Context: an optimization exercise on an open-source flow, tuned for small area, a short achievable clock period and few clock cycles. The choices shown serve that exercise and are no tape-out recipe. Function was checked by simulation only, so behaviour that the tests miss may differ from the original.

## least_squares_parabola_fit_unit
module least_squares_parabola_fit_unit (
  input  logic                              clk,
  input  logic                              rst_n,
  input  logic                              in_valid,
  output logic                              in_ready,
  input  logic signed [lsq_pkg::XW-1:0]     in_point_x,
  input  logic signed [lsq_pkg::XW-1:0]     in_point_y,
  input  logic                              in_last_point,
  output logic                              out_valid,
  input  logic                              out_ready,
  output logic signed [lsq_pkg::CoefW-1:0]  out_coef_a,
  output logic signed [lsq_pkg::CoefW-1:0]  out_coef_b,
  output logic signed [lsq_pkg::CoefW-1:0]  out_coef_c,
  output logic                              out_singular
);
clock: 10.0 ns
lec_check: 0
cap_margin: 20
core_margin: 2
core_utilization: 45
cts_buf_list: sky130_fd_sc_hd__clkbuf_4
cts_cluster_size: 12
setup_slack_margin: 5
slew_margin: 20
run.sh (not shown) runs the stock make flow with config.mk's settings and CLKGATE_MAP_FILE= SYNTH_SCRIPT=/design/flow/synth_recipe.tcl, a recipe that flattens the netlist after the stock synthesis.
Testbench counts at the start, summed over its fixed seeds: cycles 6,897.
Change:
- CTS_BUF_LIST: sky130_fd_sc_hd__clkbuf_4 -> sky130_fd_sc_hd__clkbuf_8
- CTS_CLUSTER_SIZE: 12 -> 20
What happened:
- final area hardly moves
- non-clock buffer count goes down by 1
- wire length goes down slightly
Change:
==> flow/flow/run.sh (new file) <==
#!/bin/bash
set -euo pipefail
bash standard.sh SETUP_SLACK_MARGIN=5.6 finish > layout.log 2>&1
==> flow/standard.sh (new file) <==
#!/bin/bash
# synth_recipe.tcl (not shown) runs the flow's synth.tcl, then flattens the netlist and writes it again
# the make line also repeats each setting of config.mk as NAME=value (left out here)
make -C /OpenROAD-flow-scripts/flow DESIGN_CONFIG=/design/flow/config.mk WORK_HOME=/design/flow/orfs CLKGATE_MAP_FILE= SYNTH_SCRIPT=/design/flow/synth_recipe.tcl "${@:-finish}"
- CTS_BUF_LIST: sky130_fd_sc_hd__clkbuf_8 -> sky130_fd_sc_hd__clkbuf_16
- CTS_CLUSTER_DIAMETER: not set -> 110
- CTS_CLUSTER_SIZE: 20 -> 26
- SETUP_SLACK_MARGIN: 5 -> not set
removed: flow/run.sh
After rerunning: The changed run produced a clean layout; routed wire length came out higher slightly; non-clock buffer count rises by 176; worst setup slack gains 430 ps; die area does not change.
Change:
==> flow/run.sh (new file) <==
#!/bin/bash
# synth_recipe.tcl (not shown) runs the flow's synth.tcl, then flattens the netlist and writes it again
# the make line also repeats each setting of config.mk as NAME=value (left out here)
make -C /OpenROAD-flow-scripts/flow DESIGN_CONFIG=/design/flow/config.mk WORK_HOME=/design/flow/orfs CLKGATE_MAP_FILE= SYNTH_SCRIPT=/design/flow/synth_recipe.tcl finish
- CTS_BUF_LIST: sky130_fd_sc_hd__clkbuf_16 -> not set
- CTS_CLUSTER_DIAMETER: 110 -> not set
- CTS_CLUSTER_SIZE: 26 -> not set
- SETUP_SLACK_MARGIN: not set -> 5
removed: flow/flow/run.sh
removed: flow/standard.sh
Die area does not change.
Global-route usage barely changes.
Count of clock-buffer cells in the layout went up by 254.
Setup slack is worse by 490 ps.
Design area went up by about 0.74%.
Wire length went down by 2.2%.
Sequential share of layout area went down by 0.26 points.
Critical path depth went down by 4.

* * *

least_squares_parabola_fit_unit again, from the RTL that the note above started with.
==> flow/config.mk <==
export PLATFORM = sky130hd
export DESIGN_NAME = least_squares_parabola_fit_unit
export DESIGN_NICKNAME = least_squares_parabola_fit_unit
export VERILOG_FILES = /design/flow/design.v
export SDC_FILE = /design/flow/constraint.sdc
export NUM_CORES = 8
export LEC_CHECK = 0
export CAP_MARGIN = 20
export CORE_MARGIN = 2
export CORE_UTILIZATION = 45
export CTS_BUF_LIST = sky130_fd_sc_hd__clkbuf_4 sky130_fd_sc_hd__clkbuf_8
export CTS_CLUSTER_SIZE = 20
export SLEW_MARGIN = 20
==> flow/constraint.sdc <==
create_clock -name core_clock -period 10.0 [get_ports {clk}]
set_input_delay 2.0000 -clock core_clock [delete_from_list [all_inputs] [get_ports {clk}]]
set_output_delay 2.0000 -clock core_clock [all_outputs]
set_load 0.01 [all_outputs]
standard.sh (not shown) runs the stock make flow with config.mk's settings and CLKGATE_MAP_FILE= SYNTH_SCRIPT=/design/flow/synth_recipe.tcl, a recipe that flattens the netlist after the stock synthesis.
==> flow/flow/run.sh <==
#!/bin/bash
set -euo pipefail
bash standard.sh SETUP_SLACK_MARGIN=5.5 finish > layout.log 2>&1
Testbench counts at the start, summed over its fixed seeds: cycles 6,897.
Edit:
- CORE_UTILIZATION: 45 -> 55
- CTS_BUF_LIST: sky130_fd_sc_hd__clkbuf_4 sky130_fd_sc_hd__clkbuf_8 -> sky130_fd_sc_hd__clkbuf_8
What happened: Final cell count shrinks by a few percent; fmax decreases slightly; cell area is about the same; core utilization climbs by 11 points; routed wire length is higher by a few percent.
Edit:
- CORE_UTILIZATION: 55 -> 45
Effect: First-iteration DRC count shrinks by 0.86%. Cell count goes up by 3.9%. Non-clock buffer count is lower by 47. Core utilization decreases by 11 points. Global-route usage is lower by 8.1 points. Routed wire length falls by 3.3%. Maximum frequency goes up by 0.69%. Area after synthesis does not change. Setup slack gains 0.031 ns. Die area goes up by 22%.
Edit:
==> flow/flow/run.sh (replaced) <==
#!/bin/bash
set -euo pipefail
bash standard.sh SETUP_SLACK_MARGIN=6.0 finish > layout.log 2>&1
Critical path depth stays the same.
Final cell count rises by a few percent.
Register-to-register slack gets better by 0.07 ns.
First-iteration DRC count rises by about a fifth.
Hold slack gets better by 0.054 ns.
Count of clock-buffer cells in the layout rises by 2.
Setup slack gets better by 0.073 ns.

* * *

least_squares_parabola_fit_unit again, from the RTL that the note above started with.
==> flow/design.v (excerpt) <==
module least_squares_parabola_fit_unit (
  input  logic                              clk,
  input  logic                              rst_n,
  input  logic                              in_valid,
  output logic                              in_ready,
  input  logic signed [lsq_pkg::XW-1:0]     in_point_x,
  input  logic signed [lsq_pkg::XW-1:0]     in_point_y,
  input  logic                              in_last_point,
  output logic                              out_valid,
  input  logic                              out_ready,
  output logic signed [lsq_pkg::CoefW-1:0]  out_coef_a,
  output logic signed [lsq_pkg::CoefW-1:0]  out_coef_b,
  output logic signed [lsq_pkg::CoefW-1:0]  out_coef_c,
  output logic                              out_singular
);
  logic        v0, l0, l1, l2;
  logic [11:0] x0, y0;
  logic [22:0] u1;
  logic [5:0]  xo1, xt1, xn1, yo1, yt1, yn1;
  logic        snap_lock;
  logic        take, adv0, c0, last0;
  logic [11:0] xg, yg;
  logic [22:0] sq;
  logic [12:0] xb, yb;
  logic [5:0]  xo, xt, xn, yo, yt, yn;
  logic [10:0] n_a,    n_s,    n_nx;
  logic [21:0] sx_a,   sx_s,   sx_nx;
  logic [21:0] sy_a,   sy_s,   sy_nx;
  logic [32:0] sx2_a,  sx2_s,  sx2_nx;
  logic [33:0] sxy_as, sxy_ac, sxy_s, sxy_ns, sxy_nc, sxy_fin, sxy_is, sxy_ic;
  logic [43:0] sx3_as, sx3_ac, sx3_s, sx3_ns, sx3_nc, sx3_fin, sx3_is, sx3_ic;
  logic [43:0] sx2y_as, sx2y_ac, sx2y_s, sx2y_ns, sx2y_nc, sx2y_fin, sx2y_is, sx2y_ic;
  logic [54:0] sx4_as, sx4_ac, sx4_s, sx4_ns, sx4_nc, sx4_fin, sx4_is, sx4_ic;
  assign in_ready = !v0 || !l0 || !snap_lock;
  assign take     = in_valid && in_ready;
  assign adv0     = v0 && (!l0 || !snap_lock);
  assign last0    = adv0 && l0;
  assign c0       = adv0 && !n_a[10];        
  assign xg       = c0 ? x0 : 12'd0;
  assign yg       = c0 ? y0 : 12'd0;
  assign xb = {x0, 1'b0};
  assign yb = {y0, 1'b0};
  for (genvar i = 0; i < 6; i++) begin : g_benc
    assign xo[i] = xb[2*i] ^ xb[2*i+1];
    assign xt[i] = (xb[2*i+2] & ~xb[2*i+1] & ~xb[2*i]) | (~xb[2*i+2] & xb[2*i+1] & xb[2*i]);
    assign xn[i] = xb[2*i+2] & ~(xb[2*i+1] & xb[2*i]);
    assign yo[i] = yb[2*i] ^ yb[2*i+1];
    assign yt[i] = (yb[2*i+2] & ~yb[2*i+1] & ~yb[2*i]) | (~yb[2*i+2] & yb[2*i+1] & yb[2*i]);
  ...
export LEC_CHECK = 0
export CAP_MARGIN = 20
export CORE_MARGIN = 2
export CORE_UTILIZATION = 45
export CTS_BUF_LIST = sky130_fd_sc_hd__clkbuf_16
export CTS_CLUSTER_DIAMETER = 90
export CTS_CLUSTER_SIZE = 24
export SLEW_MARGIN = 20
create_clock -name core_clock -period 10.0 [get_ports {clk}]
==> flow/flow/run.sh <==
#!/bin/bash
set -euo pipefail
bash standard.sh SETUP_SLACK_MARGIN=5.5 finish > layout.log 2>&1
Testbench counts at the start, summed over its fixed seeds: cycles 6,897.
Edit:
==> flow/run.sh (new file) <==
#!/bin/bash
# synth_recipe.tcl (not shown) runs the flow's synth.tcl, then flattens the netlist and writes it again
# the make line also repeats each setting of config.mk as NAME=value (left out here)
make -C /OpenROAD-flow-scripts/flow DESIGN_CONFIG=/design/flow/config.mk WORK_HOME=/design/flow/orfs CLKGATE_MAP_FILE= SYNTH_SCRIPT=/design/flow/synth_recipe.tcl finish
--- a/flow/config.mk
+++ b/flow/config.mk
@@ -9,6 +9,4 @@
 export CORE_MARGIN = 2
-export CORE_UTILIZATION = 45
-export CTS_BUF_LIST = sky130_fd_sc_hd__clkbuf_16
-export CTS_CLUSTER_DIAMETER = 90
-export CTS_CLUSTER_SIZE = 24
+export CORE_UTILIZATION = 70
+export SETUP_SLACK_MARGIN = 5
 export SLEW_MARGIN = 20
removed: flow/flow/run.sh
removed: flow/standard.sh
Via count grows by about 1.8%.
Synthesized area does not change.
Global-route usage came out higher by 16 points.
Critical path depth drops by 4.
Routed wire length fell by about 4.4%.
Design area came out lower by about 1.6%.
Clock skew goes down by 6.1 ps.
Worst setup slack loses 470 ps.
Edit:
==> flow/flow/run.sh (new file) <==
#!/bin/bash
set -euo pipefail
bash standard.sh SETUP_SLACK_MARGIN=5.5 finish > layout.log 2>&1
==> flow/standard.sh (new file) <==
#!/bin/bash
# synth_recipe.tcl (not shown) runs the flow's synth.tcl, then flattens the netlist and writes it again
# the make line also repeats each setting of config.mk as NAME=value (left out here)
make -C /OpenROAD-flow-scripts/flow DESIGN_CONFIG=/design/flow/config.mk WORK_HOME=/design/flow/orfs CLKGATE_MAP_FILE= SYNTH_SCRIPT=/design/flow/synth_recipe.tcl "${@:-finish}"
--- a/flow/config.mk
+++ b/flow/config.mk
@@ -9,4 +9,6 @@
 export CORE_MARGIN = 2
-export CORE_UTILIZATION = 70
-export SETUP_SLACK_MARGIN = 5
+export CORE_UTILIZATION = 45
+export CTS_BUF_LIST = sky130_fd_sc_hd__clkbuf_16
+export CTS_CLUSTER_DIAMETER = 100
+export CTS_CLUSTER_SIZE = 20
 export SLEW_MARGIN = 20
removed: flow/run.sh
Result: Global-route usage came out lower by 16 points; setup slack improves by 450 ps; fmax came out higher by 9.8%; clock-buffer cell count came out lower by 224; register-to-register slack improves by 450 ps; clock skew came out higher by 17 ps.

port drivers added, routing unchanged:
The flow's constraints put no driver on any port. The routed layouts listed below were extracted and timed again, unchanged, in two steps. Step 1 (the two cells are an assumption about what drives the block):
set clk [get_ports {clk}]
set_driving_cell -lib_cell sky130_fd_sc_hd__clkbuf_16 $clk
set_driving_cell -lib_cell sky130_fd_sc_hd__buf_2 [delete_from_list [all_inputs] $clk]
Step 2 moves the port delays by t, midway between the first and last clock arrival at a register: inputs arrive t later, outputs are due t later. That takes back most of the time a late clock gives input paths. a / b / c = no drivers / after step 1 / after step 2; a / b = the first two.
| run | shift t [ns] | setup slack, ns | slew at the worst register clock pin (ns) | worst slew at a driven data input, ns | cell pins on the clock port's net |
|---|---|---|---|---|---|
| the first run of note 1 | 1.712 | 5.036 / 5.036 / 5.036 | 0.09 / 0.09 | 0.08 | 1 |
| the second run of note 1 | 1.246 | 5.076 / 5.076 / 5.076 | 0.08 / 0.08 | 0.08 | 1 |
| the third run of note 1 | 1.026 | 5.503 / 5.503 / 5.102 | 0.12 / 0.12 | 0.08 | 1 |
| the fourth run of note 1 | 1.044 | 5.010 / 5.010 / 5.010 | 0.07 / 0.07 | 0.08 | 1 |
| the first run of note 2 | 1.265 | 5.441 / 5.441 / 5.441 | 0.08 / 0.08 | 0.11 | 1 |
| the second run of note 2 | 1.307 | 5.411 / 5.411 / 5.411 | 0.07 / 0.07 | 0.19 | 1 |
| the third run of note 2 | 1.252 | 5.442 / 5.442 / 5.442 | 0.08 / 0.08 | 0.10 | 1 |
| the fourth run of note 2 | 1.323 | 5.515 / 5.515 / 5.515 | 0.08 / 0.08 | 0.15 | 1 |
| the first run of note 3 | 1.042 | 5.420 / 5.420 / 5.420 | 0.11 / 0.11 | 0.11 | 1 |
| the second run of note 3 | 1.055 | 4.950 / 4.950 / 4.950 | 0.07 / 0.07 | 0.24 | 1 |
| the third run of note 3 | 1.057 | 5.400 / 5.400 / 5.400 | 0.10 / 0.10 | 0.11 | 1 |
After both steps setup and hold are still met in every run listed. For the third run of note 1, which loses most, drivers alone change the setup slack by 0.000 ns; drivers and shift together by -0.401 ns.
